Background: an optimization exercise with open tools, aiming at small area and a short achievable clock period. Do not read the settings as production practice.
The RTL was checked by simulation tests, not by an equivalence proof against the original design.
Power and IR drop assume default switching activity.

--- constraint.sdc ---
create_clock -name core_clock -period 9.0 [get_ports {clk}]
set_input_delay 1.8000 -clock core_clock [delete_from_list [all_inputs] [get_ports {clk}]]
set_output_delay 1.8000 -clock core_clock [all_outputs]
set_load 0.01 [all_outputs]
--- flow/run.sh ---
#!/bin/bash
# The standard layout, with plain buf_1 cells as the port buffers and a clock
# tree without dummy loads.
set -euo pipefail
export BUFFER_PORTS_ARGS="-buffer_cell sky130_fd_sc_hd__buf_1"
export CTS_ARGS="-sink_clustering_enable -repair_clock_nets -dont_use_dummy_load -sink_clustering_size 16 -sink_clustering_max_diameter 120 -buf_list {sky130_fd_sc_hd__clkbuf_4 sky130_fd_sc_hd__clkbuf_8}"
bash standard.sh > standard_flow.log 2>&1
--- design.v ---
package rs_pkg;
    localparam int PR_WIDTH  = 6;
    localparam int ROB_WIDTH = 5;
    localparam int OP_WIDTH  = 4;
    localparam int AGE_WIDTH = 8;
    localparam int ALU_DEPTH = 4;
    localparam int MUL_DEPTH = 2;
    localparam int DIV_DEPTH = 2;
    localparam int NUM_CDB = 4;
    typedef enum logic [1:0] {
        unit_alu,
        unit_mul,
        unit_div
    } rs_unit_e;
    typedef struct packed {
        rs_unit_e              unit;
        logic [PR_WIDTH-1:0]   ps1;
        logic                  ps1_valid;
        logic [PR_WIDTH-1:0]   ps2;
        logic                  ps2_valid;
        logic [PR_WIDTH-1:0]   pd;
        logic [ROB_WIDTH-1:0]  rob_id;
        logic [OP_WIDTH-1:0]   op;
        logic [AGE_WIDTH-1:0]  age;
    } rs_dispatch_t;
    typedef struct packed {
        logic                  busy;
        logic [PR_WIDTH-1:0]   ps1;
        logic                  ps1_valid;
        logic [PR_WIDTH-1:0]   ps2;
        logic                  ps2_valid;
        logic [PR_WIDTH-1:0]   pd;
        logic [ROB_WIDTH-1:0]  rob_id;
        logic [OP_WIDTH-1:0]   op;
        logic [AGE_WIDTH-1:0]  age;
    } rs_entry_t;
    typedef struct packed {
        logic [PR_WIDTH-1:0]   ps1;
        logic [PR_WIDTH-1:0]   ps2;
        logic [PR_WIDTH-1:0]   pd;
        logic [ROB_WIDTH-1:0]  rob_id;
        logic [OP_WIDTH-1:0]   op;
    } rs_issue_t;
    typedef struct packed {
        logic                  valid;
        logic [PR_WIDTH-1:0]   pd;
    } cdb_t;
endpackage
module rs_wakeup (
    input  logic [5:0]  tag,
    input  logic [3:0]  cdb_valid,
    input  logic [23:0] cdb_pd,
    output logic        hit
);
    always_comb begin
        hit = 1'b0;
        for (int b = 0; b < 4; b++) begin
            hit = hit | (cdb_valid[b] && tag == cdb_pd[6*b +: 6]);
        end
    end
endmodule
module rs_station #(
    parameter int DEPTH        = 4,
    parameter bit OLDEST_FIRST = 1'b1
) (
    input  logic         clk,
    input  logic         kill,         
    input  logic         flush,
    input  logic         write,
    input  logic [5:0]   d_ps1,
    input  logic         d_ps1_rdy,    
    input  logic [5:0]   d_ps2,
    input  logic         d_ps2_rdy,
    input  logic [14:0]  d_rest,       
    input  logic [7:0]   d_age,
    input  logic [3:0]   cdb_valid,
    input  logic [23:0]  cdb_pd,
    input  logic         ready,
    output logic         issue_valid,
    output logic [26:0]  issue,
    output logic         full
);
    logic [DEPTH-1:0]        busy;
    logic [DEPTH-1:0][5:0]   ps1;
    logic [DEPTH-1:0][5:0]   ps2;
    logic [DEPTH-1:0]        v1;
    logic [DEPTH-1:0]        v2;
    logic [DEPTH-1:0][14:0]  rest;
    logic [DEPTH-1:0]        sel;
    logic                    any_rdy;
    logic [DEPTH-1:0]        hit1;
    logic [DEPTH-1:0]        hit2;
    logic [DEPTH-1:0]        alloc;
    logic [DEPTH-1:0]        busy_n;
    logic [DEPTH-1:0]        v1_n;
    logic [DEPTH-1:0]        v2_n;
    logic [DEPTH-1:0]        rdy_n;
    logic [DEPTH-1:0]        sel_n;
    logic [DEPTH*8-1:0]      age;
    logic [DEPTH*DEPTH-1:0]  older;
    logic [DEPTH*DEPTH-1:0]  older_n;
    for (genvar i = 0; i < DEPTH; i++) begin : g_wake
        rs_wakeup i_w1 (.tag(ps1[i]), .cdb_valid(cdb_valid), .cdb_pd(cdb_pd), .hit(hit1[i]));
        rs_wakeup i_w2 (.tag(ps2[i]), .cdb_valid(cdb_valid), .cdb_pd(cdb_pd), .hit(hit2[i]));
    end
    assign full        = &busy;
    assign issue_valid = any_rdy && ready && !flush;
    for (genvar i = 0; i < DEPTH; i++) begin : g_alloc
        if (i == 0) begin : g_first
            assign alloc[i] = !busy[i];
        end else begin : g_rest
            assign alloc[i] = !busy[i] & (&busy[i-1:0]);
        end
    end
    always_comb begin
        if (kill) begin
            busy_n = '0;
        end else begin
            busy_n = (busy & ~(sel & {DEPTH{ready}})) | (alloc & {DEPTH{write}});
        end
        for (int i = 0; i < DEPTH; i++) begin
            v1_n[i] = busy[i] ? (v1[i] | hit1[i]) : d_ps1_rdy;
            v2_n[i] = busy[i] ? (v2[i] | hit2[i]) : d_ps2_rdy;
        end
        rdy_n = busy_n & v1_n & v2_n;
    end
    if (OLDEST_FIRST) begin : g_age
        logic [DEPTH-1:0] a_lt;
        logic [DEPTH-1:0] a_gt;
        for (genvar k = 0; k < DEPTH; k++) begin : g_cmp
            rs_age_cmp i_cmp (.a(d_age), .b(age[8*k +: 8]), .lt(a_lt[k]), .gt(a_gt[k]));
        end
        for (genvar i = 0; i < DEPTH; i++) begin : g_row
            always_ff @(posedge clk) begin
                if (!busy[i]) begin
                    age[8*i +: 8] <= d_age;
                end
            end
            for (genvar j = i + 1; j < DEPTH; j++) begin : g_pair
                assign older_n[i*DEPTH+j] = !busy[i] ? !a_gt[j] :
                                            !busy[j] ? !a_lt[i] : older[i*DEPTH+j];
                always_ff @(posedge clk) begin
                    older[i*DEPTH+j] <= older_n[i*DEPTH+j];
                end
            end
        end
        for (genvar i = 0; i < DEPTH; i++) begin : g_sel
            logic [DEPTH-1:0] wins;
            for (genvar j = 0; j < DEPTH; j++) begin : g_w
                if (j < i) begin : g_lo
                    assign wins[j] = !rdy_n[j] | !older_n[j*DEPTH+i];
                end else if (j > i) begin : g_hi
                    assign wins[j] = !rdy_n[j] | older_n[i*DEPTH+j];
                end else begin : g_self
                    assign wins[j] = rdy_n[i];
                end
            end
            assign sel_n[i] = &wins;
        end
    end else begin : g_index
        for (genvar i = 0; i < DEPTH; i++) begin : g_sel
            if (i == 0) begin : g_first
                assign sel_n[i] = rdy_n[i];
            end else begin : g_rest
                assign sel_n[i] = rdy_n[i] & ~|rdy_n[i-1:0];
            end
        end
    end
    always_comb begin
        issue = '0;
        for (int i = 0; i < DEPTH; i++) begin
            issue = issue | ({27{sel[i]}} & {ps1[i], ps2[i], rest[i]});
        end
    end
    always_ff @(posedge clk) begin
        for (int i = 0; i < DEPTH; i++) begin
            if (!busy[i]) begin
                ps1[i]  <= d_ps1;
                ps2[i]  <= d_ps2;
                rest[i] <= d_rest;
            end
        end
        v1      <= v1_n;
        v2      <= v2_n;
        busy    <= busy_n;
        sel     <= sel_n;
        any_rdy <= |rdy_n;
    end
endmodule
module rs_age_cmp (
    input  logic [7:0] a,
    input  logic [7:0] b,
    output logic       lt,
    output logic       gt
);
    always_comb begin
        lt = 1'b0;
        gt = 1'b0;
        for (int i = 0; i < 8; i++) begin
            lt = (a[i] ^ b[i]) ? b[i] : lt;
            gt = (a[i] ^ b[i]) ? a[i] : gt;
        end
    end
endmodule
module rs_cluster (
    input  logic         clk,
    input  logic         reset,
    input  logic         flush,
    input  logic         dispatch_valid,
    input  logic [1:0]   dispatch_unit,
    input  logic [5:0]   dispatch_ps1,
    input  logic         dispatch_ps1_valid,
    input  logic [5:0]   dispatch_ps2,
    input  logic         dispatch_ps2_valid,
    input  logic [5:0]   dispatch_pd,
    input  logic [4:0]   dispatch_rob_id,
    input  logic [3:0]   dispatch_op,
    input  logic [7:0]   dispatch_age,
    input  logic [3:0]   cdb_valid,
    input  logic [23:0]  cdb_pd,
    input  logic         alu_ready,
    input  logic         mul_ready,
    input  logic         div_ready,
    output logic         alu_issue_valid,
    output logic         mul_issue_valid,
    output logic         div_issue_valid,
    output logic [26:0]  alu_issue,
    output logic [26:0]  mul_issue,
    output logic [26:0]  div_issue,
    output logic         alu_full,
    output logic         mul_full,
    output logic         div_full
);
    logic        kill;
    logic        in_hit1;
    logic        in_hit2;
    logic        d_ps1_rdy;
    logic        d_ps2_rdy;
    logic [14:0] d_rest;
    assign kill   = reset | flush;
    assign d_rest = {dispatch_pd, dispatch_rob_id, dispatch_op};
    rs_wakeup i_in1 (.tag(dispatch_ps1), .cdb_valid(cdb_valid), .cdb_pd(cdb_pd), .hit(in_hit1));
    rs_wakeup i_in2 (.tag(dispatch_ps2), .cdb_valid(cdb_valid), .cdb_pd(cdb_pd), .hit(in_hit2));
    assign d_ps1_rdy = dispatch_ps1_valid | in_hit1;
    assign d_ps2_rdy = dispatch_ps2_valid | in_hit2;
    rs_station #(.DEPTH(4), .OLDEST_FIRST(1'b1)) i_alu_station (
        .clk(clk), .kill(kill), .flush(flush),
        .write(dispatch_valid && dispatch_unit == 2'd0),
        .d_ps1(dispatch_ps1), .d_ps1_rdy(d_ps1_rdy),
        .d_ps2(dispatch_ps2), .d_ps2_rdy(d_ps2_rdy),
        .d_rest(d_rest), .d_age(dispatch_age),
        .cdb_valid(cdb_valid), .cdb_pd(cdb_pd),
        .ready(alu_ready),
        .issue_valid(alu_issue_valid), .issue(alu_issue), .full(alu_full)
    );
    rs_station #(.DEPTH(2), .OLDEST_FIRST(1'b0)) i_mul_station (
        .clk(clk), .kill(kill), .flush(flush),
        .write(dispatch_valid && dispatch_unit == 2'd1),
        .d_ps1(dispatch_ps1), .d_ps1_rdy(d_ps1_rdy),
        .d_ps2(dispatch_ps2), .d_ps2_rdy(d_ps2_rdy),
        .d_rest(d_rest), .d_age(dispatch_age),
        .cdb_valid(cdb_valid), .cdb_pd(cdb_pd),
        .ready(mul_ready),
        .issue_valid(mul_issue_valid), .issue(mul_issue), .full(mul_full)
    );
    rs_station #(.DEPTH(2), .OLDEST_FIRST(1'b0)) i_div_station (
        .clk(clk), .kill(kill), .flush(flush),
        .write(dispatch_valid && dispatch_unit == 2'd2),
        .d_ps1(dispatch_ps1), .d_ps1_rdy(d_ps1_rdy),
        .d_ps2(dispatch_ps2), .d_ps2_rdy(d_ps2_rdy),
        .d_rest(d_rest), .d_age(dispatch_age),
        .cdb_valid(cdb_valid), .cdb_pd(cdb_pd),
        .ready(div_ready),
        .issue_valid(div_issue_valid), .issue(div_issue), .full(div_full)
    );
endmodule
--- standard.sh ---
#!/bin/bash
# synth_recipe.tcl (not shown) runs the flow's synth.tcl, then flattens the netlist and writes it again
# the make line also repeats each setting of config.mk as NAME=value (left out here)
make -C /OpenROAD-flow-scripts/flow DESIGN_CONFIG=/design/flow/config.mk WORK_HOME=/design/flow/orfs CLKGATE_MAP_FILE= SYNTH_SCRIPT=/design/flow/synth_recipe.tcl "${@:-finish}"
--- config.mk ---
export PLATFORM = sky130hd
export DESIGN_NAME = rs_cluster
export DESIGN_NICKNAME = rs_cluster
export VERILOG_FILES = /design/flow/design.v
export SDC_FILE = /design/flow/constraint.sdc
export NUM_CORES = 4
export LEC_CHECK = 0
export CAP_MARGIN = 20
export CORE_MARGIN = 2
export CORE_UTILIZATION = 65
export PLACE_DENSITY = 0.75
export SETUP_SLACK_MARGIN = 5.0
export SLEW_MARGIN = 20
==> reports/results.ini, run 1 <==
[logic_synthesis]
synth_top_family_by_area = XOR/XNOR gates
yosys.area_share.adder_pct = 0.493
synth_ff_type = edfxtp_1
synth_top_cell_area_share_pct = 45.9
synth_cell_types = 65
synth-simple-area-share_pct = 9.65
syn_avg_cell_area_um2 = 11.4
ys_ff_latch = 289
synthArstFlopShare_pct = 0
synth_common_cells = edfxtp_1, xor2_1, xnor2_1, clkbuf_1, nand4_1
synth_edf_count = 248
synth_largest_area_cell = edfxtp_1
syn-num-nets = 1500
synth_xor_area_share_pct = 23.3
synth-compound-area-share_pct = 9.73
yosysMostFrequentCell = edfxtp_1
synth.area.mux_share_pct = 0.139
synth_warnings = 4
synthTopCellsByArea = edfxtp_1, xor2_1, xnor2_1
synth_cells = 1426
synth.yosys.seq_area_share_pct = 51.0
syn-cell-area_um2 = 16200

[routing]
vias = 11900
first_pass_iters = 5
avgRoutedWirePerCell_um = 26.7
ant_nets = 0
drc = 0
routed_wl_mm = 47.8
viasPerCell = 6.67
drtIter0Drc = 1511

[sta]
drv_slew = 0
layout_min_cycle_time_ns = 4.11
relSlewSlack_pct = 34.8
rsz0062_at_grt = yes
fmax_ghz = 0.244
tightest_slew_ns = 0.969
skew_ns = 0.0610
finalHoldViolCount = 0
setup_viol = 0
min_period_over_period_pct = 45.6
tns_ns = 0

[placement]
gp_congestion = 0.979
post_dp_cell_area_um2 = 16700
portBuffers = 160
place_hpwl_mm = 30.2

[floorplanning]
dieArea_um2 = 26200
die_w_um = 162
start_util_pct = 66.5
die_h_um = 162
fp-row-count = 57
num_io_pins = 161
core_um2 = 24400

[global_route]
grt_pass1_vias = 11500
grt_pass1_wl_mm = 70.6
grt_usage_pct = 36.2
antenna_found_initial = 3
grt_overflow = 0
grt_max_degree = 37

[worst_setup_path]
path_cells = buf_12 > and3b_1 > buf_2
start_kind = input pin
worst_r2r_startpoint = i_alu_station.ps2[0]
r2r_cells = 9
critPathMaxStageDelay_ns = 0.25
cp.required_ns = 7.20
cp.arrival_ns = 2.31
crit_type = input pin to primary output
cp_slowest_cell = and3b_1
regToRegEndpoint = i_alu_station.sel[3]
crit_path_end_kind = primary output
rrSetupSlack_ns = 6.31
worstPathMaxFanout = 4

[min_path]
holdPathStages = 2
hp-class = flip-flop to flip-flop
min_from = i_div_station.v2[1]
whs_endpoint = i_div_station.v2[1]

[pwr]
pwr-share-comb_pct = 13.9
seq_power_share_pct = 62.3
clock_power_share_pct = 23.8
design_power_total_mw = 2.58
ir_drop_mv = 0.147
p_sw_uw = 681
powerDensity_nw_per_um2 = 151
p_sw_share_pct = 26.4
intPower_mw = 1.90
p_leak_nw = 5.97

[cells_and_area]
fin_nets = 1537
fillCellCount = 1867
syn_to_final_growth_pct = 5.20
stdcell_area_um2 = 17100
drive_gt1_share_pct = 6.37
postLayoutCoreUtil_pct = 70.0

[cts]
clk_latency_ns = 0.55
cts-buffers-inserted = 22
cts_tree = built
path_clk_slew_ns = 0.11
cts_buffer_depth = 3
cts.sinks = 289
htree_levels = 1
cts_root_buf = clkbuf_8

[status]
status = finished clean

[flow_run]
maxCapViolCount = 0

==> how the worst max path moves through the flow <==
stage,startpoint,to,slack (ns),cells after the start
5_1_grt,flush,div_issue_valid,4.91,3
2_1_floorplan,flush,alu_issue_valid,5.16,1
3_3_place_gp,dispatch_ps2[3],i_alu_station.sel[3],4.63,9
4_1_cts,flush,alu_issue_valid,4.90,3
6_report,flush,div_issue_valid,4.89,3
3_5_place_dp,dispatch_ps2[0],i_alu_station.sel[3],4.56,10
==> cell usage in the layout, fill, tap and decap left out, types with 7 or more instances in the layout <==
cell | Yosys | routed
a21oi_1 | 25 | 25
a22o_1 | 55 | 55
a22oi_1 | 54 | 54
a311oi_1 | 7 | 7
buf_1 | 40 | 148
buf_4 | 6 | 43
clkbuf_8 | 0 | 22
dfxtp_1 | 41 | 37
edfxtp_1 | 248 | 248
inv_1 | 27 | 26
maj3_1 | 8 | 8
nand2_1 | 39 | 39
nand2b_1 | 15 | 15
nand3_1 | 8 | 8
nand4_1 | 70 | 70
nor2_1 | 35 | 35
nor2b_1 | 8 | 8
nor3_1 | 11 | 11
nor4_1 | 62 | 61
o41ai_1 | 9 | 9
or4_1 | 10 | 10
xnor2_1 | 212 | 212
xor2_1 | 220 | 220
==> final cells by class <==
type | count | area, um^2 | area share, %
well taps | 324 | 405 | 2.37
repair buffers | 202 | 948 | 5.56
diodes | 1 | 2.50 | 0.0147
multi-input cells | 921 | 7040 | 41.2
flip-flops and latches | 289 | 8270 | 48.5
inverters | 27 | 101 | 0.594
clock buffers | 22 | 303 | 1.77
==> cells by family after synthesis <==
| kind of cell | count (synthesis) |
|---|---|
| simple gates | 276 |
| flops | 289 |
| compound gates | 203 |
| xor+xnor | 432 |
| mux | 2 |
| buf+inv | 216 |
| fa+ha+maj | 8 |
==> timing repair <==
action	4_1_cts	5_1_grt
pin swaps	0	2
gates cloned	0	0
hold buffers	0	0
resized for setup	12	11
setup buffers	0	1
endpoints found under the setup margin	9	7
==> sequential cells by signal, indices dropped and copies added (netlist names), 2 cells and up <==
register	cells
i_alu_station.age	32
i_alu_station.busy	4
i_alu_station.older	6
i_alu_station.ps1	24
i_alu_station.ps2	24
i_alu_station.rest	60
i_alu_station.sel	4
i_alu_station.v1	4
i_alu_station.v2	4
i_div_station.busy	2
i_div_station.ps1	12
i_div_station.ps2	12
i_div_station.rest	30
i_div_station.sel	2
i_div_station.v1	2
i_div_station.v2	2
i_mul_station.busy	2
i_mul_station.ps1	12
i_mul_station.ps2	12
i_mul_station.rest	30
i_mul_station.sel	2
i_mul_station.v1	2
i_mul_station.v2	2
==> per-layer routing <==
| metal | wire (um) | share of wire, % | vias up | global-route usage (%) |
|---|---|---|---|---|
| li1 | - | - | 5142 | - |
| met3 | 6240 | 13 | 165 | 8.12 |
| met4 | 2300 | 4.8 | 2 | 16.3 |
| met2 | 21000 | 44 | 827 | 55.6 |
| met5 | 14 | 0.029 | - | 0 |
| met1 | 18200 | 38 | 5778 | 49.7 |
==> through the flow <==
step | instances | setup slack [ns] | hold WS [ns]
finish | 1786 | 4.89 | 0.558
global route | 1786 | 4.91 | 0.596
CTS | 1784 | 4.90 | 0.550
detailed placement | 1762 | 4.56 | 0.534
global placement | 1762 | 4.63 | 0.536
floorplan | 1426 | 5.16 | 0.500
==> worst max-delay path, delay by kind of cell <==
family	cells	cell delay (ns)
simple gates	1	0.25
buf+inv	2	0.25
==> power groups by stage <==
stage | combinational [mW] | sequential [mW] | clock (mW)
5_1_grt | 0.382 | 1.61 | 0.658
3_3_place_gp | 0.334 | 1.63 | 0
4_1_cts | 0.348 | 1.60 | 0.619
6_report | 0.358 | 1.61 | 0.614
2_1_floorplan | 0.301 | 1.57 | 0
3_5_place_dp | 0.345 | 1.63 | 0
==> inputs of run 2 (changes only) <==
==> flow/run.sh (replaced) <==
#!/bin/bash
# The standard layout, with plain buf_1 cells as the port buffers and a clock
# tree without dummy loads.
set -euo pipefail
export BUFFER_PORTS_ARGS="-buffer_cell sky130_fd_sc_hd__buf_1"
export CTS_ARGS="-sink_clustering_enable -repair_clock_nets -dont_use_dummy_load -sink_clustering_size 24 -sink_clustering_max_diameter 150 -buf_list {sky130_fd_sc_hd__clkbuf_8 sky130_fd_sc_hd__clkbuf_16}"
bash standard.sh > standard_flow.log 2>&1
--- a/config.mk
+++ b/config.mk
@@ -5,6 +5,7 @@
 export SDC_FILE = /design/flow/constraint.sdc
 export NUM_CORES = 4
 export LEC_CHECK = 0
+export ABC_AREA = 1
 export CAP_MARGIN = 20
 export CORE_MARGIN = 2
 export CORE_UTILIZATION = 65
==> reports/results.ini, run 2 <==
[floorplanning]
fp-row-count = 59  ; +3.5%
num_io_pins = 161  ; unchanged
core_um2 = 25900  ; +6.2%
dieArea_um2 = 27600  ; +5.2%
die_h_um = 166  ; +2.6%
die_w_um = 166  ; +2.6%
start_util_pct = 66.0  ; -0.55 points

[status]
status = finished clean

[cells_and_area]
syn_to_final_growth_pct = 6.81
fin_cells = 2546  ; +43%
diodes = 0  ; -1
regMostFlops = i_alu_station.rest
mostFrequentLayoutCells = nand2_1, edfxtp_1, nor2_1, inv_1, buf_1
postLayoutCoreUtil_pct = 70.5  ; +0.49 points
top_regs = i_alu_station.rest: 60 flops, i_alu_station.age: 32 flops
fin_nets = 2287  ; +49%
final_common_cell = nand2_1
largest_reg_flops = 60  ; unchanged
drive_gt1_share_pct = 5.83  ; -0.53 points
stdcell_area_um2 = 18300  ; +7.0%

[sta]
drv_slew = 0  ; unchanged
fmax_ghz = 0.252  ; +3.3%
fin_ws_ns = 5.02  ; +0.131 ns
relSlewSlack_pct = 22.4  ; -12 points
skew_ns = 0.0644  ; +0.00343 ns
setup_viol = 0  ; unchanged
tns_ns = 0  ; unchanged
layout_min_cycle_time_ns = 3.98  ; -0.131 ns
tightest_slew_ns = 1.16  ; +0.194 ns
rsz0062_at_grt = no
min_period_over_period_pct = 44.2  ; -1.5 points
finalHoldViolCount = 0  ; unchanged

[placement]
gp_congestion = 1.05  ; +7.3%
place_inst = 2526  ; +43%
post_dp_cell_area_um2 = 17800  ; +6.3%
portBuffers = 160  ; unchanged
place_hpwl_mm = 39.3  ; +30%
place_ws_ns = 4.57  ; +0.0145 ns

[routing]
routed_wl_mm = 63.7  ; +33%
drc = 0  ; unchanged
drtIter0Drc = 3143  ; +110%
vias = 17000  ; +42%
first_pass_iters = 8  ; +3
viasPerCell = 6.67  ; about the same
ant_nets = 0  ; unchanged
avgRoutedWirePerCell_um = 25.0  ; -6.4%

[logic_synthesis]
synth_cells = 2112  ; +48%
synth_ff_type = edfxtp_1
synth_largest_area_cell = edfxtp_1
synth_common_cells = nand2_1, edfxtp_1, inv_1, nor2_1, o22ai_1
syn_avg_cell_area_um2 = 8.09  ; -29%
ys_ff_latch = 289  ; unchanged
synth_warnings = 4  ; unchanged
synthTopCellsByArea = edfxtp_1, nand2_1, o22ai_1
syn-num-nets = 2186  ; +46%
synth_edf_count = 248  ; unchanged
syn-cell-area_um2 = 17100  ; +5.4%
yosysMostFrequentCell = nand2_1
synth.yosys.seq_area_share_pct = 48.4  ; -2.6 points
synth_top_cell_area_share_pct = 43.6  ; -2.3 points
synthArstFlopShare_pct = 0  ; unchanged
synth_cell_types = 43  ; -34%

[cts]
cts.sinks = 289  ; unchanged
cts_tree = built
clk_latency_ns = 0.50  ; -0.05 ns
htree_levels = 1  ; unchanged
cts_root_buf = clkbuf_16
cts_buffer_depth = 3  ; unchanged
cts-buffers-inserted = 16  ; -27%
path_clk_slew_ns = 0.10  ; about the same

[worst_setup_path]
rrSetupSlack_ns = 6.61  ; +0.30 ns
start_kind = flip-flop
crit_path_end_kind = primary output
crit_type = flip-flop to primary output
cp_slowest_cell = dfxtp_2
path_cells = clkinvlp_4 > buf_4 > o22ai_1 > a21oi_1 > o21ai_0 > buf_1
critPathMaxStageDelay_ns = 0.58  ; +0.33 ns
worstPathMaxFanout = 16  ; +12
cp.required_ns = 7.20  ; about the same
r2r_cells = 9  ; unchanged
cp.arrival_ns = 2.18  ; -0.13 ns

[min_path]
hp-class = flip-flop to flip-flop
holdPathStages = 2  ; unchanged

[global_route]
grt_overflow = 0  ; unchanged
grt_usage_pct = 45.0  ; +8.8 points
grt_pass1_wl_mm = 94.8  ; +34%
grt_max_degree = 48  ; +30%
antenna_found_initial = 2  ; -1
grt_pass1_vias = 15900  ; +38%

[flow_run]
maxCapViolCount = 0  ; unchanged

[pwr]
p_leak_nw = 7.55  ; +26%
powerDensity_nw_per_um2 = 152  ; +0.42%
ir_drop_mv = 0.231  ; +57%

-- run 2: changes by cell type after synthesis, moves of 21 or more --
cell and delta:
a21oi_1 +78, a22o_1 -21, a22oi_1 -52, buf_1 -40
clkbuf_1 -50, inv_1 +209, nand2_1 +484, nand3_1 +48
nor2_1 +200, nor4_1 -58, o21ai_0 +91, o22ai_1 +148
xnor2_1 -149, xor2_1 -195
-- run 2: power breakdown --
group          switching, mW  internal (mW)  total [mW]
Clock                  0.407          0.319       0.726
Sequential            0.0621           1.53        1.59
Combinational          0.319          0.136       0.455
-- run 2: metrics by stage --
stage / hold WS [ns] / total power [mW]
finish: 0.495 / 2.77
global route: 0.539 / 2.84
CTS: 0.495 / 2.73
detailed placement: 0.481 / 2.04
global placement: 0.480 / 2.03
floorplan: 0.458 / 1.88
-- run 2: kinds of logic after synthesis --
kind of cell / count (synthesis) / share of synthesized area [%]
xor gates and xnor gates: 88 / 4.51
and+or+nand+nor: 941 / 22.9
buffers and inverters: 368 / 9.09
AOI/OAI and AO/OA: 426 / 15.2
DFF: 289 / 48.4
-- run 2: cell type report --
class | instances | area [um^2]
Multi-Input combinational cell | 1455 | 7290
Fill cell | 2110 | 7650
Tap cell | 335 | 419
Clock buffer | 16 | 400
Sequential cell | 289 | 8280
Inverter | 253 | 960
Timing Repair Buffer | 198 | 915
-- run 2: worst max-delay path: cells and delay by family (launching register included) --
kind / cells / cell delay (ns)
flip-flops: 1 / 0.58
AO/OA/AOI/OAI: 3 / 0.52
buffers and inverters: 3 / 0.59
-- run 2: worst paths after layout --
check / endpoint / from
max: alu_issue[19] / i_alu_station.sel[2]
min: i_div_station.busy[1] / i_div_station.busy[0]
max reg2reg: i_alu_station.sel[2] / i_alu_station.busy[1]
min reg2reg: i_div_station.busy[1] / i_div_station.busy[0]
-- run 2: what timing repair did --
| item | CTS | global route |
|---|---|---|
| endpoints found under the setup margin | 28 | 18 |
| gates resized for setup | 15 | 15 |
| setup buffers | 0 | 4 |
| hold buffers | 0 | 0 |
| pin swaps | 1 | 4 |
-- run 2: metal layers --
metal | wire length, um | vias to the layer above | part of all wire (%) | global-route usage, %
met2 | 26400 | 1578 | 42 | 66.3
li1 | - | 7343 | - | -
met1 | 21400 | 7590 | 34 | 57.0
met5 | 18 | - | 0.028 | 0
met4 | 5250 | 2 | 8.2 | 28.1
met3 | 10600 | 459 | 17 | 15.8
==> inputs of run 3 (changes only) <==
--- a/config.mk
+++ b/config.mk
@@ -5,7 +5,6 @@
 export SDC_FILE = /design/flow/constraint.sdc
 export NUM_CORES = 4
 export LEC_CHECK = 0
-export ABC_AREA = 1
 export CAP_MARGIN = 20
 export CORE_MARGIN = 2
 export CORE_UTILIZATION = 65
==> reports/results.ini, run 3 <==
[placement]
gp_congestion = 0.979  ; -6.8%
portBuffers = 160  ; unchanged
place_ws_ns = 4.56  ; -0.0145 ns
place_hpwl_mm = 30.2  ; -23%

[sta]
drv_slew = 0  ; unchanged
skew_ns = 0.0609  ; -0.00354 ns
relSlewSlack_pct = 37.5  ; +15 points
fmax_ghz = 0.244  ; -3.2%
min_period_over_period_pct = 45.6  ; +1.4 points
rsz0062_at_grt = yes
layout_min_cycle_time_ns = 4.11  ; +0.130 ns
finalHoldViolCount = 0  ; unchanged
tightest_slew_ns = 0.929  ; -0.234 ns
setup_viol = 0  ; unchanged
tns_ns = 0  ; unchanged
fin_ws_ns = 4.89  ; -0.130 ns

[worst_setup_path]
cp.arrival_ns = 2.31  ; +0.13 ns
start_kind = input pin
crit_path_end_kind = primary output
worstPathMaxFanout = 4  ; -12
cp.required_ns = 7.20  ; about the same
crit_type = input pin to primary output
r2r_cells = 9  ; unchanged

[min_path]
hp-class = flip-flop to flip-flop
holdPathStages = 2  ; unchanged

[cells_and_area]
syn_to_final_growth_pct = 5.83
fillCellCount = 1844  ; -13%
regMostFlops = i_alu_station.rest
top_regs = i_alu_station.rest: 60 flops, i_alu_station.age: 32 flops
fin_nets = 1530  ; -33%
drive_gt1_share_pct = 6.19  ; +0.36 points
mostFrequentLayoutCells = edfxtp_1, xor2_1, xnor2_1, buf_1, nand4_1
final_common_cell = edfxtp_1
largest_reg_flops = 60  ; unchanged

[cts]
clk_latency_ns = 0.49  ; about the same
htree_levels = 1  ; unchanged
cts.sinks = 289  ; unchanged
cts_tree = built
post_cts_buffers = 0  ; unchanged
cts-buffers-inserted = 16  ; unchanged
cts_root_buf = clkbuf_16
cts_buffer_depth = 3  ; unchanged
path_clk_slew_ns = 0.09  ; about the same

[logic_synthesis]
synthArstFlopShare_pct = 0  ; unchanged
synth_edf_count = 248  ; unchanged
synth_warnings = 4  ; unchanged
synth.yosys.seq_area_share_pct = 51.0  ; +2.6 points
synth_cell_types = 65  ; +51%
ys_ff_latch = 289  ; unchanged
synthTopCellsByArea = edfxtp_1, xor2_1, xnor2_1
synth_cells = 1426  ; -32%
synth_largest_area_cell = edfxtp_1
syn-num-nets = 1500  ; -31%
syn-cell-area_um2 = 16200  ; -5.1%
yosysMostFrequentCell = edfxtp_1
syn_avg_cell_area_um2 = 11.4  ; +41%
synth_common_cells = edfxtp_1, xor2_1, xnor2_1, clkbuf_1, nand4_1
synth_ff_type = edfxtp_1
synth_top_cell_area_share_pct = 45.9  ; +2.3 points

[floorplanning]
start_util_pct = 66.5  ; +0.55 points
dieArea_um2 = 26200  ; -5.0%
fp-row-count = 57  ; -3.4%
die_h_um = 162  ; -2.5%
die_w_um = 162  ; -2.5%
core_um2 = 24400  ; -5.9%
num_io_pins = 161  ; unchanged

[pwr]
p_leak_nw = 6.03  ; -20%
pwr-share-comb_pct = 13.4  ; -3.0 points
ir_drop_mv = 0.156  ; -32%
p_sw_uw = 682  ; -13%
intPower_mw = 2.00  ; +0.72%
seq_power_share_pct = 60.0  ; +2.6 points
powerDensity_nw_per_um2 = 156  ; +2.8%
p_sw_share_pct = 25.5  ; -3.0 points
clock_power_share_pct = 26.6  ; +0.4 points

[routing]
first_pass_iters = 5  ; -3
drc = 0  ; unchanged
viasPerCell = 6.67  ; about the same
ant_nets = 0  ; unchanged
vias = 11900  ; -30%
avgRoutedWirePerCell_um = 26.8  ; +7.1%
routed_wl_mm = 47.7  ; -25%
drtIter0Drc = 1772  ; -44%

[global_route]
grt_pass1_wl_mm = 70.6  ; -26%
top_usage_layer = met2
grt_overflow = 0  ; unchanged
met1_usage_pct = 50.2  ; -6.9 points
grt_max_degree = 37  ; -23%
grt_usage_pct = 36.1  ; -9.0 points
grt_pass1_vias = 11500  ; -28%
globalRouteMet3Util_pct = 7.81  ; -8.0 points
antenna_found_initial = 3  ; +1
grtUsageMet2_pct = 55.9  ; -10 points

[status]
status = finished clean

[flow_run]
maxCapViolCount = 0  ; unchanged

==> run 3: metal layers <==
metal  up-vias  share of wire (%)  wire length (um)
met4         2                4.3              2060
met5         -              0.027                13
met3       154                 13              6330
met2       814                 44             21200
met1      5758                 38             18100
li1       5134                  -                 -
==> run 3: layout make-up <==
cell class | instances | area (um^2) | share of cell area [%]
antenna | 1 | 2.50 | 0.0146
sequential | 289 | 8270 | 48.2
multi-input combinational | 921 | 7040 | 41.0
clock buffer | 16 | 400 | 2.33
tap | 324 | 405 | 2.36
timing repair buffer | 201 | 955 | 5.56
inverter | 27 | 101 | 0.590
==> run 3: what timing repair did <==
| item | in CTS | in global routing |
|---|---|---|
| hold buffers | 0 | 0 |
| endpoints found under the setup margin | 3 | 8 |
| hold endpoints to repair | 0 | 0 |
| pin swaps | 0 | 2 |
| gates resized for setup | 11 | 17 |
==> run 3: final timing paths <==
kind / endpoint / slack, ns / startpoint
max: alu_issue_valid / 4.89 / flush
min: i_div_station.v2[1] / 0.55 / i_div_station.v2[1]
max reg2reg: i_alu_station.sel[3] / 6.30 / i_alu_station.ps2[0]
min reg2reg: i_div_station.v2[1] / 0.55 / i_div_station.v2[1]
==> run 3: critical path: stages <==
cell	delay [ns]
buf_12	0.11
and3b_1	0.25
buf_2	0.14
==> run 3: cell families after synthesis <==
| kind of cell | count (synthesis) | synth area share [%] |
|---|---|---|
| adders and majority gates | 8 | 0.494 |
| DFF | 289 | 51.0 |
| and+or+nand+nor | 276 | 9.65 |
| xor gates and xnor gates | 432 | 23.3 |
| buffers and inverters | 216 | 5.72 |
| AOI/OAI and AO/OA | 203 | 9.73 |
| muxes | 2 | 0.139 |
==> run 3: power groups by stage <==
stage                     Combinational, mW  Clock (mW)  Sequential, mW
after floorplan                       0.301           0            1.57
after global placement                0.334           0            1.63
after detailed placement              0.345           0            1.63
after CTS                             0.348       0.722            1.60
after global routing                  0.383       0.761            1.61
final                                 0.358       0.714            1.61
==> run 3: metrics by stage <==
step | hold slack [ns] | area [um^2] | total power, mW | cells | util, %
floorplan | 0.500 | 16200 | 1.87 | 1426 | -
global placement | 0.536 | 16700 | 1.97 | 1762 | 68.5
detailed placement | 0.534 | 16700 | 1.98 | 1762 | 68.5
CTS | 0.545 | 17100 | 2.68 | 1778 | 70.3
global route | 0.587 | 17200 | 2.76 | 1779 | 70.4
finish | 0.548 | 17200 | 2.68 | 1779 | 70.4
==> inputs of run 4 (changes only) <==
--- a/design.v
+++ b/design.v
@@ -125,10 +125,15 @@
         rdy_n = busy_n & v1_n & v2_n;
     end
     if (OLDEST_FIRST) begin : g_age
-        logic [DEPTH-1:0] a_lt;
-        logic [DEPTH-1:0] a_gt;
+        logic [DEPTH-1:0] beats;
         for (genvar k = 0; k < DEPTH; k++) begin : g_cmp
-            rs_age_cmp i_cmp (.a(d_age), .b(age[8*k +: 8]), .lt(a_lt[k]), .gt(a_gt[k]));
+            logic tie;
+            if (k == 0) begin : g_first
+                assign tie = 1'b0;
+            end else begin : g_rest
+                assign tie = !(&busy[k-1:0]);
+            end
+            rs_age_cmp i_cmp (.a(d_age), .b(age[8*k +: 8]), .tie(tie), .lt(beats[k]));
         end
         for (genvar i = 0; i < DEPTH; i++) begin : g_row
             always_ff @(posedge clk) begin
@@ -137,8 +142,8 @@
                 end
             end
             for (genvar j = i + 1; j < DEPTH; j++) begin : g_pair
-                assign older_n[i*DEPTH+j] = !busy[i] ? !a_gt[j] :
-                                            !busy[j] ? !a_lt[i] : older[i*DEPTH+j];
+                assign older_n[i*DEPTH+j] = !busy[i] ? beats[j] :
+                                            !busy[j] ? !beats[i] : older[i*DEPTH+j];
                 always_ff @(posedge clk) begin
                     older[i*DEPTH+j] <= older_n[i*DEPTH+j];
                 end
@@ -190,15 +195,13 @@
 module rs_age_cmp (
     input  logic [7:0] a,
     input  logic [7:0] b,
-    output logic       lt,
-    output logic       gt
-);
-    always_comb begin
-        lt = 1'b0;
-        gt = 1'b0;
+    input  logic       tie,
+    output logic       lt
+);
+    always_comb begin
+        lt = tie;
         for (int i = 0; i < 8; i++) begin
             lt = (a[i] ^ b[i]) ? b[i] : lt;
-            gt = (a[i] ^ b[i]) ? a[i] : gt;
         end
     end
 endmodule
==> reports/results.ini, run 4 <==
[sta]
setup_viol = 0  ; unchanged
min_period_over_period_pct = 45.1  ; -0.56 points
rsz0062_at_grt = yes
layout_min_cycle_time_ns = 4.06  ; -0.0508 ns
tightest_slew_ns = 0.923  ; -0.00637 ns
fin_ws_ns = 4.94  ; +0.0508 ns
skew_ns = 0.0528  ; -0.00811 ns
fmax_ghz = 0.247  ; +1.3%
relSlewSlack_pct = 38.4  ; +0.91 points
drv_slew = 0  ; unchanged
finalHoldViolCount = 0  ; unchanged
tns_ns = 0  ; unchanged

[logic_synthesis]
synth_edf_count = 248  ; unchanged
syn_avg_cell_area_um2 = 11.3  ; -1.1%
synth.yosys.seq_area_share_pct = 50.7  ; -0.20 points
syn-num-nets = 1523  ; +1.5%
yosysMostFrequentCell = edfxtp_1
synth_warnings = 4  ; unchanged
synth_cells = 1447  ; +1.5%
synth_common_cells = edfxtp_1, xor2_1, xnor2_1, clkbuf_1, nor4_1
synth_ff_type = edfxtp_1
ys_ff_latch = 289  ; unchanged
synth_top_cell_area_share_pct = 45.7  ; -0.18 points
synthTopCellsByArea = edfxtp_1, xor2_1, xnor2_1
synth_cell_types = 68  ; +4.6%
syn-cell-area_um2 = 16300  ; +0.40%
synthArstFlopShare_pct = 0  ; unchanged
synth_largest_area_cell = edfxtp_1

[global_route]
grt_overflow = 0  ; unchanged
grt_pass1_wl_mm = 68.6  ; -2.7%
grt_pass1_vias = 11600  ; +1.2%
grt_usage_pct = 34.4  ; -1.6 points
antenna_found_initial = 1  ; -2
grt_max_degree = 40  ; +8.1%

[floorplanning]
num_io_pins = 161  ; unchanged
die_w_um = 162  ; +0.19%
core_um2 = 24500  ; +0.29%
dieArea_um2 = 26300  ; +0.39%
fp-row-count = 57  ; unchanged
start_util_pct = 66.6  ; +0.072 points
die_h_um = 162  ; +0.19%

[cts]
cts_tree = built
htree_levels = 1  ; unchanged
post_cts_buffers = 0  ; unchanged
path_clk_slew_ns = 0.10  ; about the same
cts_buffer_depth = 3  ; unchanged
cts_root_buf = clkbuf_16
cts-buffers-inserted = 16  ; unchanged
clk_latency_ns = 0.51  ; +0.02 ns
cts.sinks = 289  ; unchanged
cts_hold_buf = 0  ; unchanged

[pwr]
p_leak_nw = 6.06  ; +0.49%
powerDensity_nw_per_um2 = 155  ; -0.34%
design_power_total_mw = 2.68  ; about the same
ir_drop_mv = 0.173  ; +11%

[placement]
place_hpwl_mm = 28.6  ; -5.3%
place_inst = 1782  ; +1.1%
gp_congestion = 0.933  ; -4.7%
place_ws_ns = 4.48  ; -0.0762 ns
portBuffers = 160  ; unchanged

[worst_setup_path]
setup.worst_path.start = flush
rrSetupSlack_ns = 5.59  ; -0.71 ns
cp.required_ns = 7.20  ; about the same
critPathMaxStageDelay_ns = 0.22  ; -0.03 ns
path_depth = 3  ; unchanged
crit_type = input pin to primary output
crit_path_end_kind = primary output
crit_end = alu_issue_valid
cp_slowest_cell = and3b_1
worst_r2r_startpoint = i_alu_station.busy[0]
critPathBufInv = 2  ; unchanged
regToRegEndpoint = i_alu_station.sel[1]
path_cells = buf_8 > and3b_1 > buf_6
start_kind = input pin
worstPathMaxFanout = 4  ; unchanged
cp.arrival_ns = 2.26  ; -0.05 ns
cp_top_family = buffers and inverters
r2r_cells = 8  ; -1

[min_path]
hp-class = flip-flop to flip-flop

[routing]
drc = 0  ; unchanged
viasPerCell = 6.52  ; -2.2%
vias = 11700  ; -1.1%
first_pass_iters = 7  ; +2
avgRoutedWirePerCell_um = 25.3  ; -5.6%
ant_nets = 0  ; unchanged
routed_wl_mm = 45.5  ; -4.6%
drtIter0Drc = 1250  ; -29%

[cells_and_area]
largest_reg_flops = 60  ; unchanged
regArea_um2 = 8280  ; about the same
drive_gt1_share_pct = 5.90  ; -0.29 points
mostFrequentLayoutCells = edfxtp_1, xor2_1, xnor2_1, buf_1
fillCellCount = 1802  ; -2.3%
syn_to_final_growth_pct = 5.81  ; about the same
fin_nets = 1552  ; +1.4%
final_common_cell = edfxtp_1
fin_cells = 1798  ; +1.1%
diodes = 0  ; -1
multiInputGateArea_um2 = 7090  ; +0.75%
top_regs = i_alu_station.rest: 60 flops, i_alu_station.age: 32 flops
regMostFlops = i_alu_station.rest
postLayoutCoreUtil_pct = 70.5  ; about the same

[status]
status = finished clean

[flow_run]
maxCapViolCount = 0  ; unchanged

[run 4: cell types whose count changed after synthesis, sizes merged, moves of 5 or more]
| cell | delta |
|---|---|
| a221oi | -5 |
| inv | +12 |
| o41ai | -9 |
| clkbuf | -8 |
| nand3 | +9 |
| a32oi | +6 |
| or4 | -10 |
| o21ai | +7 |
| a21oi | -15 |
| buf | +5 |
| nor3 | +11 |
| nor4 | +10 |
[run 4: logic make-up after synthesis]
family / after synthesis / synth area share [%]
AO/OA/AOI/OAI: 194 / 9.48
XOR/XNOR: 432 / 23.2
adder cells (fa/ha/maj): 6 / 0.407
buffers and inverters: 225 / 5.78
flip-flops: 289 / 50.7
multiplexers: 1 / 0.0614
AND/OR/NAND/NOR: 300 / 10.3
[run 4: worst min-delay path by stage]
| stage | depth (start not counted) | startpoint | to |
|---|---|---|---|
| detailed placement | 2 | i_alu_station.v1[1] | i_alu_station.v1[1] |
| finish | 2 | i_alu_station.v1[1] | i_alu_station.v1[1] |
| CTS | 2 | i_alu_station.v1[1] | i_alu_station.v1[1] |
| floorplan | 2 | i_alu_station.v2[1] | i_alu_station.v2[1] |
| global route | 2 | i_alu_station.v1[1] | i_alu_station.v1[1] |
| global placement | 2 | i_alu_station.v1[1] | i_alu_station.v1[1] |
[run 4: routing by layer]
layer / wire length, um / vias up / global-route usage (%)
li1: - / 5179 / -
met1: 17600 / 5716 / 44.9
met4: 1610 / 2 / 12.6
met2: 21300 / 689 / 56.6
met5: 13 / - / 0
met3: 4930 / 141 / 8.12
[run 4: cell type report]
| class | count | area share (%) |
|---|---|---|
| repair buffers | 197 | 5.35 |
| flip-flops and latches | 289 | 48.0 |
| well taps | 324 | 2.35 |
| inverters | 39 | 0.849 |
| multi-input cells | 933 | 41.1 |
| clock buffers | 16 | 2.32 |
[run 4: per-stage QoR]
step                instance area, um^2  hold slack (ns)
floorplan                         16300            0.526
global placement                  16800            0.543
detailed placement                16800            0.563
CTS                               17200            0.576
global route                      17200            0.606
finish                            17200            0.581
[run 4: repair_timing]
item,4_1_cts,5_1_grt
endpoints found under the setup margin,22,11
resized for setup,15,8
pin swaps,0,1
[run 4: worst min-delay path, delay by kind of cell (launching register included)]
kind	cells	cell delay, ns
and+or+nand+nor	1	0.10
AOI/OAI and AO/OA	1	0.12
DFF	1	0.31
[run 4: power by group]
group / internal (mW) / switching (mW)
Sequential: 1.53 / 0.0720
Combinational: 0.151 / 0.212
Clock: 0.319 / 0.398
==> inputs of run 5 (changes only) <==
==> flow/run.sh (replaced) <==
#!/bin/bash
# The standard layout, with plain buf_1 cells as the port buffers, a clock
# tree without dummy loads and the ready/flush/issue_valid ports side by side.
set -euo pipefail
export BUFFER_PORTS_ARGS="-buffer_cell sky130_fd_sc_hd__buf_1"
export CTS_ARGS="-sink_clustering_enable -repair_clock_nets -dont_use_dummy_load -sink_clustering_size 24 -sink_clustering_max_diameter 150 -buf_list {sky130_fd_sc_hd__clkbuf_8 sky130_fd_sc_hd__clkbuf_16}"
export PRE_IO_PLACEMENT_TCL="$(pwd)/flow/io.tcl"
bash standard.sh > standard_flow.log 2>&1
==> flow/io.tcl (new file) <==
# Keep the ports of the paths from inputs straight to outputs (unit ready and
# flush to issue_valid) next to each other.
set_io_pin_constraint -group -order -pin_names {alu_issue_valid alu_ready flush mul_ready mul_issue_valid div_ready div_issue_valid}
--- a/config.mk
+++ b/config.mk
@@ -5,9 +5,9 @@
 export SDC_FILE = /design/flow/constraint.sdc
 export NUM_CORES = 4
 export LEC_CHECK = 0
-export CAP_MARGIN = 20
+export CAP_MARGIN = 0
 export CORE_MARGIN = 2
 export CORE_UTILIZATION = 65
 export PLACE_DENSITY = 0.75
 export SETUP_SLACK_MARGIN = 5.0
-export SLEW_MARGIN = 20
+export SLEW_MARGIN = 0
==> reports/results.ini, run 5 <==
[status]
status = finished clean

[logic_synthesis]
synth_top_cell_area_share_pct = 45.7  ; unchanged
synth_edf_count = 248  ; unchanged
synth_warnings = 4  ; unchanged
synthTopCellsByArea = edfxtp_1, xor2_1, xnor2_1
synth_cell_types = 68  ; unchanged
yosysMostFrequentCell = edfxtp_1
synth_cells = 1447  ; unchanged
ys_ff_latch = 289  ; unchanged
synth_common_cells = edfxtp_1, xor2_1, xnor2_1, clkbuf_1, nor4_1
synth_largest_area_cell = edfxtp_1
syn_avg_cell_area_um2 = 11.3  ; unchanged
synth_ff_type = edfxtp_1
synth.yosys.seq_area_share_pct = 50.7  ; unchanged
syn-cell-area_um2 = 16300  ; unchanged
synthArstFlopShare_pct = 0  ; unchanged
syn-num-nets = 1523  ; unchanged

[sta]
relSlewSlack_pct = 23.1  ; -15 points
tns_ns = 0  ; unchanged
setup_viol = 0  ; unchanged
layout_min_cycle_time_ns = 4.01  ; -0.0410 ns
rsz0062_at_grt = yes
finalHoldViolCount = 0  ; unchanged
fmax_ghz = 0.249  ; +1.0%
drv_slew = 0  ; unchanged
min_period_over_period_pct = 44.6  ; -0.46 points
skew_ns = 0.0493  ; -0.00346 ns
whs_ns = 0.598  ; +0.0171 ns
tightest_slew_ns = 1.15  ; +0.229 ns

[worst_setup_path]
crit_path_end_kind = primary output
worstPathMaxFanout = 4  ; unchanged
cp.arrival_ns = 2.21  ; -0.05 ns
crit_type = input pin to primary output
start_kind = input pin
cp.required_ns = 7.20  ; about the same

[cts]
htree_levels = 1  ; unchanged
clk_latency_ns = 0.49  ; -0.02 ns
cts.sinks = 289  ; unchanged
post_cts_buffers = 0  ; unchanged
cts_tree = built
cts-buffers-inserted = 16  ; unchanged
cts_hold_buf = 0  ; unchanged
cts_buffer_depth = 3  ; unchanged
path_clk_slew_ns = 0.10  ; about the same
cts_root_buf = clkbuf_16

[pwr]
design_power_total_mw = 2.68  ; about the same
powerDensity_nw_per_um2 = 155  ; about the same
p_leak_nw = 6.08  ; +0.40%
ir_drop_mv = 0.201  ; +16%

[routing]
vias = 11800  ; +0.30%
viasPerCell = 6.53  ; about the same
routed_wl_mm = 45.6  ; +0.36%
drc = 0  ; unchanged
ant_nets = 0  ; unchanged
avgRoutedWirePerCell_um = 25.3  ; +0.14%
first_pass_iters = 5  ; -2
drtIter0Drc = 1332  ; +6.6%

[floorplanning]
start_util_pct = 66.6  ; unchanged
die_h_um = 162  ; unchanged
dieArea_um2 = 26300  ; unchanged
die_w_um = 162  ; unchanged
num_io_pins = 161  ; unchanged
core_um2 = 24500  ; unchanged
fp-row-count = 57  ; unchanged

[cells_and_area]
top_regs = i_alu_station.rest: 60 flops, i_alu_station.age: 32 flops
fin_nets = 1556  ; +0.26%
diodes = 0  ; unchanged
largest_reg_flops = 60  ; unchanged
regMostFlops = i_alu_station.rest
final_common_cell = edfxtp_1
mostFrequentLayoutCells = edfxtp_1, xor2_1, xnor2_1, buf_1, nor4_1
drive_gt1_share_pct = 5.95  ; +0.052 points
syn_to_final_growth_pct = 5.89  ; about the same

[global_route]
grt_overflow = 0  ; unchanged
grt_pass1_vias = 11600  ; -0.18%
grt_max_degree = 39  ; -2.5%
antenna_found_initial = 0  ; -1
grt_pass1_wl_mm = 68.6  ; about the same
grt_usage_pct = 34.5  ; +0.042 points

[placement]
portBuffers = 160  ; unchanged
place_hpwl_mm = 28.7  ; +0.51%
gp_congestion = 0.910  ; -2.4%

[flow_run]
maxCapViolCount = 0  ; unchanged

[min_path]
hp-class = flip-flop to flip-flop

## run 5: final cells by class
class                           count  area (um^2)
Clock buffer                       16          400
Fill cell                        1777         7210
Inverter                           39          146
Multi-Input combinational cell    933         7080
Sequential cell                   289         8270
Tap cell                          324          405
Timing Repair Buffer              201          946
## run 5: cell families after synthesis
family                     count (synthesis)  synth area share (%)
xor gates and xnor gates                 432                  23.2
and+or+nand+nor                          300                  10.3
DFF                                      289                  50.7
buffers and inverters                    225                  5.78
AOI/OAI and AO/OA                        194                  9.48
adders and majority gates                  6                 0.407
muxes                                      1                0.0614
## run 5: where the power goes
group          leakage [nW]  switching (mW)  internal [mW]
Combinational          2.92           0.213          0.151
Sequential             2.96          0.0709           1.53
Clock                 0.197           0.398          0.319
Total                  6.08           0.682           2.00
## run 5: timing repair
action / 4_1_cts / 5_1_grt
gates resized for setup: 12 / 10
cloned: 0 / 0
endpoints found under the setup margin: 10 / 5
## run 5: per-stage QoR
step           area, um^2  setup slack [ns]  utilization, %  instances
4_1_cts             17200              4.99            70.5       1802
3_3_place_gp        16800              4.80            68.7       1786
5_1_grt             17300              4.97            70.5       1802
2_1_floorplan       16300              5.16               -       1447
6_report            17300              4.99            70.5       1802
3_5_place_dp        16800              4.69            68.7       1786
## run 5: per-layer routing
metal / up-vias / GRT usage [%] / wire, um
met5: - / 0 / 0
met2: 723 / 55.6 / 21000
met3: 153 / 8.43 / 5380
met1: 5695 / 45.2 / 17300
met4: 0 / 13.9 / 2000
li1: 5191 / - / -
## run 5: critical path: stages
cell and delay (ns):
buf_6 0.10, and3b_1 0.19, buf_2 0.13
## run 5: final timing paths
| path | start | end | slack (ns) | cells past startpoint |
|---|---|---|---|---|
| setup / recovery | flush | alu_issue_valid | 4.99 | 3 |
| hold / removal | i_mul_station.v2[0] | i_mul_station.v2[0] | 0.60 | 4 |
| setup reg to reg | i_alu_station.busy[1] | i_alu_station.sel[2] | 6.23 | 8 |
| hold reg to reg | i_mul_station.v2[0] | i_mul_station.v2[0] | 0.60 | 4 |
==> inputs of run 6 (changes only) <==
--- a/config.mk
+++ b/config.mk
@@ -5,9 +5,9 @@
 export SDC_FILE = /design/flow/constraint.sdc
 export NUM_CORES = 4
 export LEC_CHECK = 0
-export CAP_MARGIN = 0
+export CAP_MARGIN = 20
 export CORE_MARGIN = 2
 export CORE_UTILIZATION = 65
 export PLACE_DENSITY = 0.75
 export SETUP_SLACK_MARGIN = 5.0
-export SLEW_MARGIN = 0
+export SLEW_MARGIN = 20
==> reports/results.ini, run 6 <==
[status]
status = finished clean

[worst_setup_path]
crit_type = input pin to primary output
cp.required_ns = 7.20  ; about the same
cp.arrival_ns = 2.21  ; about the same
start_kind = input pin
worstPathMaxFanout = 4  ; unchanged
crit_path_end_kind = primary output

[cts]
path_clk_slew_ns = 0.10  ; about the same
cts_hold_buf = 0  ; unchanged
cts_root_buf = clkbuf_16
post_cts_buffers = 0  ; unchanged
htree_levels = 1  ; unchanged
clk_latency_ns = 0.49  ; about the same
cts-buffers-inserted = 16  ; unchanged
cts.sinks = 289  ; unchanged
cts_buffer_depth = 3  ; unchanged
cts_tree = built

[floorplanning]
core_um2 = 24500  ; unchanged
die_w_um = 162  ; unchanged
dieArea_um2 = 26300  ; unchanged
start_util_pct = 66.6  ; unchanged
fp-row-count = 57  ; unchanged
num_io_pins = 161  ; unchanged
die_h_um = 162  ; unchanged

[logic_synthesis]
synthTopCellsByArea = edfxtp_1, xor2_1, xnor2_1
syn-cell-area_um2 = 16300  ; unchanged
synth_cells = 1447  ; unchanged
synth_largest_area_cell = edfxtp_1
synth_warnings = 4  ; unchanged
syn_avg_cell_area_um2 = 11.3  ; unchanged
synth_common_cells = edfxtp_1, xor2_1, xnor2_1, clkbuf_1, nor4_1
synth_top_cell_area_share_pct = 45.7  ; unchanged
synth_cell_types = 68  ; unchanged
syn-num-nets = 1523  ; unchanged
synth.yosys.seq_area_share_pct = 50.7  ; unchanged
ys_ff_latch = 289  ; unchanged
synth_ff_type = edfxtp_1
yosysMostFrequentCell = edfxtp_1
synth_edf_count = 248  ; unchanged
synthArstFlopShare_pct = 0  ; unchanged

[placement]
place_hpwl_mm = 28.7  ; about the same
portBuffers = 160  ; unchanged
gp_congestion = 0.910  ; unchanged

[sta]
tns_ns = 0  ; unchanged
min_period_over_period_pct = 44.6  ; about the same
finalHoldViolCount = 0  ; unchanged
skew_ns = 0.0486  ; -0.000678 ns
drv_slew = 0  ; unchanged
layout_min_cycle_time_ns = 4.01  ; +0.000290 ns
rsz0062_at_grt = yes
setup_viol = 0  ; unchanged
relSlewSlack_pct = 49.2  ; +26 points
tightest_slew_ns = 0.756  ; -0.395 ns
fmax_ghz = 0.249  ; about the same

[cells_and_area]
regMostFlops = i_alu_station.rest
fin_nets = 1556  ; unchanged
drive_gt1_share_pct = 6.09  ; +0.14 points
postLayoutCoreUtil_pct = 70.5  ; about the same
largest_reg_flops = 60  ; unchanged
diodes = 0  ; unchanged
syn_to_final_growth_pct = 5.91  ; about the same
final_common_cell = edfxtp_1
top_regs = i_alu_station.rest: 60 flops, i_alu_station.age: 32 flops
mostFrequentLayoutCells = edfxtp_1, xor2_1, xnor2_1, buf_1, nor4_1

[global_route]
grt_max_degree = 39  ; unchanged
grt_pass1_wl_mm = 68.6  ; unchanged
grt_overflow = 0  ; unchanged
grt_usage_pct = 34.5  ; unchanged
antenna_found_initial = 0  ; unchanged
grt_pass1_vias = 11600  ; unchanged

[pwr]
intPower_mw = 2.00  ; about the same
p_sw_uw = 683  ; +0.10%
powerDensity_nw_per_um2 = 155  ; about the same
ir_drop_mv = 0.201  ; about the same
p_leak_nw = 6.08  ; about the same
seq_power_share_pct = 59.6  ; about the same
p_sw_share_pct = 25.5  ; about the same
clock_power_share_pct = 26.8  ; about the same
pwr-share-comb_pct = 13.6  ; about the same

[routing]
viasPerCell = 6.52  ; -0.15%
avgRoutedWirePerCell_um = 25.3  ; about the same
routed_wl_mm = 45.6  ; about the same
first_pass_iters = 7  ; +2
drc = 0  ; unchanged
ant_nets = 0  ; unchanged
vias = 11700  ; -0.15%
drtIter0Drc = 1320  ; -0.90%

[flow_run]
maxCapViolCount = 0  ; unchanged

[min_path]
hp-class = flip-flop to flip-flop

[run 6: timing repair]
action                                 in CTS  in global routing
endpoints found under the hold margin       0                  0
resized for setup                          11                 10
setup endpoints to repair                   4                  5
[run 6: layer usage]
metal	track usage [%]	wire length (um)
met1	45.2	17300
met2	55.6	20900
met3	8.43	5290
met4	13.9	2140
met5	0	0
[run 6: worst paths after layout]
kind / startpoint / endpoint / slack (ns) / depth (start not counted)
worst max-delay path: flush / alu_issue_valid / 4.99 / 3
worst min register to register: i_mul_station.v2[0] / i_mul_station.v2[0] / 0.60 / 4
worst min-delay path: i_mul_station.v2[0] / i_mul_station.v2[0] / 0.60 / 4
worst max register to register: i_alu_station.busy[1] / i_alu_station.sel[2] / 6.25 / 8
[run 6: worst max-delay path, stage by stage]
cell,delay (ns)
buf_6,0.10
and3b_1,0.19
buf_2,0.13
[run 6: cell type report]
type                            count  area [um^2]
Sequential cell                   289         8270
Fill cell                        1779         7210
Multi-Input combinational cell    933         7080
Timing Repair Buffer              201          946
Tap cell                          324          405
Clock buffer                       16          400
Inverter                           39          146
[run 6: metrics by stage]
stage	std cells	setup WS (ns)	power, mW	cell area [um^2]	hold slack (ns)
floorplan	1447	5.16	1.87	16300	0.526
global placement	1786	4.80	1.97	16800	0.567
detailed placement	1786	4.69	1.98	16800	0.574
CTS	1802	4.99	2.68	17200	0.594
global route	1802	4.97	2.76	17300	0.615
finish	1802	4.99	2.68	17300	0.599
[run 6: kinds of logic after synthesis]
| kind of cell | after synthesis | share of synthesized area, % |
|---|---|---|
| AND/OR/NAND/NOR | 300 | 10.3 |
| flip-flops | 289 | 50.7 |
| adder cells (fa/ha/maj) | 6 | 0.407 |
| multiplexers | 1 | 0.0614 |
| XOR/XNOR | 432 | 23.2 |
| AO/OA/AOI/OAI | 194 | 9.48 |
| buffers and inverters | 225 | 5.78 |
[run 6: power by group through the flow]
stage	Sequential (mW)	Combinational, mW	Clock, mW
finish	1.60	0.364	0.718
global route	1.61	0.390	0.762
detailed placement	1.63	0.354	0
global placement	1.63	0.343	0
floorplan	1.57	0.301	0
CTS	1.60	0.357	0.723
==> inputs of run 7 (changes only) <==
--- a/config.mk
+++ b/config.mk
@@ -7,7 +7,7 @@
 export LEC_CHECK = 0
 export CAP_MARGIN = 20
 export CORE_MARGIN = 2
-export CORE_UTILIZATION = 65
-export PLACE_DENSITY = 0.75
+export CORE_UTILIZATION = 75
+export PLACE_DENSITY = 0.85
 export SETUP_SLACK_MARGIN = 5.0
 export SLEW_MARGIN = 20
==> reports/results.ini, run 7 <==
[status]
status = finished clean

[logic_synthesis]
syn_avg_cell_area_um2 = 11.3  ; unchanged
synth_edf_count = 248  ; unchanged
syn-num-nets = 1523  ; unchanged
synth_largest_area_cell = edfxtp_1
synth_ff_type = edfxtp_1
synth_top_cell_area_share_pct = 45.7  ; unchanged
synthArstFlopShare_pct = 0  ; unchanged
synth_cells = 1447  ; unchanged
synth.yosys.seq_area_share_pct = 50.7  ; unchanged
syn-cell-area_um2 = 16300  ; unchanged
yosysMostFrequentCell = edfxtp_1
synth_cell_types = 68  ; unchanged
synth_common_cells = edfxtp_1, xor2_1, xnor2_1, clkbuf_1, nor4_1
ys_ff_latch = 289  ; unchanged
synth_warnings = 4  ; unchanged
synthTopCellsByArea = edfxtp_1, xor2_1, xnor2_1

[worst_setup_path]
start_kind = input pin
cp.arrival_ns = 2.27  ; +0.06 ns
worst_r2r_startpoint = i_alu_station.busy[0]
cp.required_ns = 7.20  ; about the same
r2r_cells = 8  ; unchanged
rrSetupSlack_ns = 5.55  ; -0.70 ns
crit_path_end_kind = primary output
worstPathMaxFanout = 4  ; unchanged
crit_type = input pin to primary output
regToRegEndpoint = i_alu_station.sel[3]

[sta]
min_period_over_period_pct = 45.2  ; +0.59 points
layout_min_cycle_time_ns = 4.07  ; +0.0531 ns
rsz0062_at_grt = yes
fmax_ghz = 0.246  ; -1.3%
skew_ns = 0.0666  ; +0.0180 ns
relSlewSlack_pct = 26.1  ; -23 points
tightest_slew_ns = 1.11  ; +0.351 ns
whs_ns = 0.580  ; -0.0195 ns
finalHoldViolCount = 0  ; unchanged
drv_slew = 0  ; unchanged
tns_ns = 0  ; unchanged
setup_viol = 0  ; unchanged

[routing]
dr_wl_met3_mm = 6.04  ; +14%
ant_nets = 0  ; unchanged
drt-met1-wl_mm = 16.0  ; -7.5%
vias = 12200  ; +3.8%
first_pass_iters = 6  ; -1
top_layer_used = met5
drtIter0Drc = 1371  ; +3.9%
viasPerCell = 6.98  ; +7.1%
drc = 0  ; unchanged
avgRoutedWirePerCell_um = 26.0  ; +2.8%
routed_wl_mm = 45.4  ; -0.42%
wl_met2_mm = 20.8  ; -0.32%

[cells_and_area]
postLayoutCoreUtil_pct = 81.0  ; +10 points
regMostFlops = i_alu_station.rest
diodes = 0  ; unchanged
syn_to_final_growth_pct = 5.21
fin_nets = 1549  ; -0.45%
final_common_cell = edfxtp_1
fin_cells = 1746  ; -3.1%
top_regs = i_alu_station.rest: 60 flops, i_alu_station.age: 32 flops
drive_gt1_share_pct = 5.78  ; -0.31 points
largest_reg_flops = 60  ; unchanged
mostFrequentLayoutCells = edfxtp_1, xor2_1, xnor2_1, buf_1, nor4_1
fillCellCount = 1260  ; -29%

[pwr]
ir_drop_mv = 0.187  ; -7.3%
powerDensity_nw_per_um2 = 156  ; +0.61%
p_leak_nw = 6.05  ; -0.59%

[floorplanning]
die_h_um = 151  ; -6.7%
die_w_um = 151  ; -6.7%
fp-row-count = 53  ; -7.0%
core_um2 = 21200  ; -14%
num_io_pins = 161  ; unchanged
dieArea_um2 = 22900  ; -13%
start_util_pct = 77.0  ; +10 points

[global_route]
grt_usage_pct = 40.2  ; +5.7 points
grt_pass1_wl_mm = 68.6  ; about the same
grt_max_degree = 40  ; +2.6%
grt_pass1_vias = 12000  ; +3.2%
grt_overflow = 0  ; unchanged
antenna_found_initial = 1  ; +1

[min_path]
whs_endpoint = i_alu_station.v1[3]
min_from = i_alu_station.v1[3]
hp-class = flip-flop to flip-flop
holdPathStages = 2  ; -2

[cts]
cts_root_buf = clkbuf_16
htree_levels = 1  ; unchanged
cts_buffer_depth = 3  ; unchanged
cts_tree = built
path_clk_slew_ns = 0.10  ; about the same
cts.sinks = 289  ; unchanged
cts-buffers-inserted = 16  ; unchanged
cts_hold_buf = 0  ; unchanged
clk_latency_ns = 0.50  ; about the same

[placement]
place_inst = 1730  ; -3.1%
gp_congestion = 0.909  ; -0.12%
place_hpwl_mm = 28.6  ; -0.52%
portBuffers = 160  ; unchanged

[flow_run]
maxCapViolCount = 0  ; unchanged

run 7: cell types whose count changed in the layout (fill, tap and decap cells not counted):
| cell | previous run | this run |
|---|---|---|
| buf_8 | 0 | 1 |
| dfxtp_2 | 4 | 6 |
| buf_4 | 41 | 34 |
| dfxtp_1 | 37 | 35 |
| buf_2 | 3 | 4 |
| buf_6 | 3 | 1 |
run 7: timing repair:
item | in CTS | in global routing
setup endpoints to repair | 13 | 9
gates cloned | 0 | 0
endpoints found under the hold margin | 0 | 0
gates resized for setup | 12 | 12
setup buffers | 0 | 0
pin swaps | 1 | 0
run 7: kinds of logic after synthesis:
group	Yosys count	synth area share, %
XOR/XNOR	432	23.2
AND/OR/NAND/NOR	300	10.3
flip-flops	289	50.7
buffers and inverters	225	5.78
AO/OA/AOI/OAI	194	9.48
adder cells (fa/ha/maj)	6	0.407
multiplexers	1	0.0614
run 7: power by group:
part           switching [mW]  internal [mW]
clock network           0.392          0.319
registers              0.0759           1.53
logic                   0.214          0.150
run 7: area by class of cell:
class | count | area [um^2] | area share, %
timing repair buffer | 194 | 891 | 5.20
clock buffer | 16 | 400 | 2.34
multi-input combinational | 933 | 7080 | 41.3
sequential | 289 | 8280 | 48.3
inverter | 39 | 146 | 0.854
tap | 275 | 344 | 2.01
run 7: routing by layer:
metal  global-route usage, %  vias to the layer above
met3                    10.7                      232
met5                       0                        -
met2                    63.4                      968
li1                        -                     5180
met4                    19.4                        2
met1                    52.0                     5803
run 7: worst max path at each step:
| stage | slack [ns] | from | depth (start not counted) | to |
|---|---|---|---|---|
| detailed placement | 4.63 | cdb_valid[3] | 8 | i_div_station.sel[1] |
| CTS | 4.99 | alu_ready | 3 | alu_issue_valid |
| global placement | 4.74 | cdb_valid[3] | 8 | i_alu_station.sel[3] |
| floorplan | 5.16 | flush | 1 | alu_issue_valid |
| finish | 4.93 | flush | 3 | div_issue_valid |
| global route | 4.92 | flush | 3 | div_issue_valid |
run 7: critical path: stages:
cell and delay (ns):
buf_8 0.10, and3b_1 0.23, buf_2 0.14
run 7: stage by stage:
| step | setup WS, ns | power, mW | instance area (um^2) |
|---|---|---|---|
| CTS | 4.99 | 2.67 | 17100 |
| global placement | 4.74 | 1.96 | 16700 |
| floorplan | 5.16 | 1.87 | 16300 |
| finish | 4.93 | 2.68 | 17100 |
| detailed placement | 4.63 | 1.98 | 16700 |
| global route | 4.92 | 2.75 | 17100 |

## static timing again, ports no longer ideal
In the flow no input, the clock included, has a driving cell. The finished layouts below were timed again as built, in two steps. Step 1 (the two cells are an assumption about what drives the block):
set clk [get_ports {clk}]
set_driving_cell -lib_cell sky130_fd_sc_hd__clkbuf_16 $clk
set_driving_cell -lib_cell sky130_fd_sc_hd__buf_2 [delete_from_list [all_inputs] $clk]
Step 2 adds t to the input delays and takes it off the output delays; t is the mean of the earliest and latest rising clock arrival at the registers after step 1. Input paths then give back, and output paths get back, about the clock's delay inside the block. a / b / c = ideal ports / drivers / drivers and shift; a / b = the first two.
run	t, ns	setup slack, ns	clock arrival spread, ns	worst slew at a driven data input, ns	pins driven straight from the clock port
run 1	0.574	4.893 / 4.847 / 4.564	0.093 / 0.093	0.07	1
run 2	0.527	5.024 / 4.976 / 4.533	0.082 / 0.083	0.04	1
run 3	0.506	4.894 / 4.845 / 4.604	0.069 / 0.069	0.07	1
run 4	0.528	4.945 / 4.904 / 4.615	0.055 / 0.055	0.06	1
run 5	0.520	4.986 / 4.942 / 4.734	0.056 / 0.057	0.08	1
run 6	0.520	4.985 / 4.943 / 4.702	0.057 / 0.057	0.09	1
run 7	0.514	4.932 / 4.886 / 4.548	0.070 / 0.070	0.12	1
After both steps setup and hold are still met in every run listed. For run 2, which loses most, drivers alone change the setup slack by -0.048 ns; drivers and shift together by -0.491 ns.
